Context: an optimization exercise on an open-source flow, tuned for small area, a short achievable clock period and few clock cycles. The choices shown serve that exercise and are no tape-out recipe.
Power is estimated from default activity; no workload was simulated.

==> flow/design.v <==
`default_nettype none
package framing_pkg;
  localparam logic [7:0] start_byte  = 8'h7D;
  localparam logic [7:0] stop_byte   = 8'h7E;
  localparam logic [7:0] escape_byte = 8'h7F;
endpackage
`default_nettype wire
`timescale 1ns/1ps
`default_nettype none
import framing_pkg::*;
module lf_nand2 (input logic a, b, output logic y);
  assign y = !(a && b);
endmodule
module lf_nor2 (input logic a, b, output logic y);
  assign y = !(a || b);
endmodule
module lf_and2 (input logic a, b, output logic y);
  assign y = a && b;
endmodule
module lf_or2 (input logic a, b, output logic y);
  assign y = a || b;
endmodule
module lf_or2b (input logic a, bn, output logic y);
  assign y = a || !bn;
endmodule
module lf_nor2b (input logic a, bn, output logic y);
  assign y = !(a || !bn);
endmodule
module lf_nand4 (input logic a, b, c, d, output logic y);
  assign y = !(a && b && c && d);
endmodule
module lf_nand4b (input logic an, b, c, d, output logic y);
  assign y = !(!an && b && c && d);
endmodule
module lf_a21oi (input logic a1, a2, b1, output logic y);
  assign y = !((a1 && a2) || b1);
endmodule
module lf_o21ai (input logic a1, a2, b1, output logic y);
  assign y = !((a1 || a2) && b1);
endmodule
module lf_next (
  input  logic body,
  input  logic b,
  input  logic at_start,
  input  logic tvalid,
  input  logic tready,
  input  logic tlast,
  input  logic esc,
  output logic body_d,
  output logic b_d
);
  logic rv;
  assign rv = tready && tvalid;
  assign body_d = (at_start && rv) || (body && !(rv && tlast && !esc));
  assign b_d    = body ? (b ? !(rv && esc) : rv) : (b ? !tready : rv);
endmodule
module link_framer_top (
  input  logic       aclk,
  input  logic       aresetn,
  input  logic       in_tvalid,
  output logic       in_tready,
  input  logic [7:0] in_tdata,
  input  logic       in_tlast,
  output logic       out_tvalid,
  input  logic       out_tready,
  output logic [7:0] out_tdata,
  output logic       out_tlast
);
  logic body;
  logic b;
  logic body_d;
  logic b_d;
  logic fresh;
  logic at_stop;
  logic at_start;
  lf_and2   u_fresh (.a(body), .b(b), .y(fresh));
  lf_nor2b  u_stop  (.a(body), .bn(b), .y(at_stop));
  lf_nor2   u_start (.a(body), .b(b), .y(at_start));
  logic hi_n;      
  logic esc1_n;    
  logic esc0_n;    
  logic keep1_n;   
  logic keep0_n;   
  logic esc;       
  logic go_n;      
  lf_nand4  u_hi    (.a(in_tdata[6]), .b(in_tdata[5]), .c(in_tdata[4]), .d(in_tdata[3]), .y(hi_n));
  lf_nand4b u_esc1  (.an(in_tdata[7]), .b(in_tdata[2]), .c(in_tdata[0]), .d(fresh), .y(esc1_n));
  lf_nand4b u_esc0  (.an(in_tdata[7]), .b(in_tdata[2]), .c(in_tdata[1]), .d(fresh), .y(esc0_n));
  lf_a21oi  u_keep1 (.a1(body), .a2(in_tdata[1]), .b1(at_stop), .y(keep1_n));
  lf_a21oi  u_keep0 (.a1(body), .a2(in_tdata[0]), .b1(at_start), .y(keep0_n));
  lf_o21ai  u_out1  (.a1(hi_n), .a2(esc1_n), .b1(keep1_n), .y(out_tdata[1]));
  lf_o21ai  u_out0  (.a1(hi_n), .a2(esc0_n), .b1(keep0_n), .y(out_tdata[0]));
  lf_a21oi  u_esc   (.a1(esc1_n), .a2(esc0_n), .b1(hi_n), .y(esc));
  lf_nand2  u_go    (.a(out_tready), .b(body), .y(go_n));
  lf_nor2   u_rdy   (.a(go_n), .b(esc), .y(in_tready));
  lf_and2   u_out7  (.a(body), .b(in_tdata[7]), .y(out_tdata[7]));
  for (genvar k = 2; k < 7; k++) begin : g_hi
    lf_or2b u_outk  (.a(in_tdata[k]), .bn(body), .y(out_tdata[k]));
  end
  lf_or2    u_valid (.a(in_tvalid), .b(at_stop), .y(out_tvalid));
  assign out_tlast = at_stop;
  lf_next u_next (
    .body     (body),
    .b        (b),
    .at_start (at_start),
    .tvalid   (in_tvalid),
    .tready   (out_tready),
    .tlast    (in_tlast),
    .esc      (esc),
    .body_d   (body_d),
    .b_d      (b_d)
  );
  always_ff @(posedge aclk or negedge aresetn) begin
    if (!aresetn) begin
      body <= 1'b0;
      b    <= 1'b0;
    end else begin
      body <= body_d;
      b    <= b_d;
    end
  end
endmodule
`default_nettype wire
Settings: LEC_CHECK=0, CAP_MARGIN=20, CORE_AREA=3 3 61 61, CTS_BUF_LIST=sky130_fd_sc_hd__clkbuf_1, DIE_AREA=0 0 64 64, SLEW_MARGIN=20, SYNTH_HIERARCHICAL=1, SYNTH_MINIMUM_KEEP_SIZE=0; clock period 4.5 ns.
standard.sh (not shown) runs the stock make flow with config.mk's settings and CLKGATE_MAP_FILE= SYNTH_SCRIPT=/design/flow/synth_recipe.tcl, a recipe that flattens the netlist after the stock synthesis.
==> flow/flow/run.sh <==
#!/bin/bash
# The standard layout (the standard.sh) with extra ORFS settings:
# BUFFER_PORTS_ARGS="-buffer_cell sky130_fd_sc_hd__buf_1" ABC_LOAD_IN_FF=3
# make's full output goes to standard.log; each ORFS step keeps its own log under orfs/logs.
set -euo pipefail
bash standard.sh BUFFER_PORTS_ARGS="-buffer_cell sky130_fd_sc_hd__buf_1" ABC_LOAD_IN_FF=3 finish > standard.log 2>&1
The baseline finished clean.
Next try:
--- a/flow/design.v
+++ b/flow/design.v
@@ -46,12 +46,10 @@
   input  logic tready,
   input  logic tlast,
-  input  logic esc,
+  input  logic ready,
   output logic body_d,
   output logic b_d
 );
-  logic rv;
-  assign rv = tready && tvalid;
-  assign body_d = (at_start && rv) || (body && !(rv && tlast && !esc));
-  assign b_d    = body ? (b ? !(rv && esc) : rv) : (b ? !tready : rv);
+  assign body_d = (at_start && tvalid && tready) || (body && !(tvalid && tlast && ready));
+  assign b_d    = b ? (!tready || (body && (!tvalid || ready))) : (tvalid && tready);
 endmodule
 module link_framer_top (
@@ -107,5 +105,5 @@
     .tready   (out_tready),
     .tlast    (in_tlast),
-    .esc      (esc),
+    .ready    (in_tready),
     .body_d   (body_d),
     .b_d      (b_d)
=> The changed run finished clean; routed wire length went down slightly; cell count came out higher slightly; final area is lower slightly; critical path depth is unchanged; power went up slightly; via count is higher by a few percent; fmax rose by a few percent; core utilization drops by 0.16 points.
Function was not checked in any run of this note: the RTL went through the layout flow alone.

re-timing with driven ports:
The flow's constraints put no driver on any port. The routed layouts listed below were extracted and timed again, unchanged, in two steps. Step 1, drivers: a clkbuf_16 drives aclk and a buf_2 each remaining input, both assumed. Step 2 moves the port delays by t, midway between the first and last clock arrival at a register: inputs arrive t later, outputs are due t later. That takes back most of the time a late clock gives input paths. Three values: ideal ports, drivers, drivers and shift; two values: the first two.
| run | shift t [ns] | slack for setup (ns) | hold slack, ns | worst setup path after step 2 | slew at the worst register clock pin (ns) |
|---|---|---|---|---|---|
| the first run | 0.214 | 1.896 / 1.875 / 1.875 | 0.471 / 0.480 / 0.553 | input to output | 0.05 / 0.05 |
| the second run | 0.211 | 1.955 / 1.932 / 1.932 | 0.477 / 0.490 / 0.551 | input to output | 0.05 / 0.05 |
After both steps setup and hold are still met in every run listed. For the second run, which loses most, drivers alone change the setup slack by -0.023 ns; drivers and shift together by -0.023 ns.
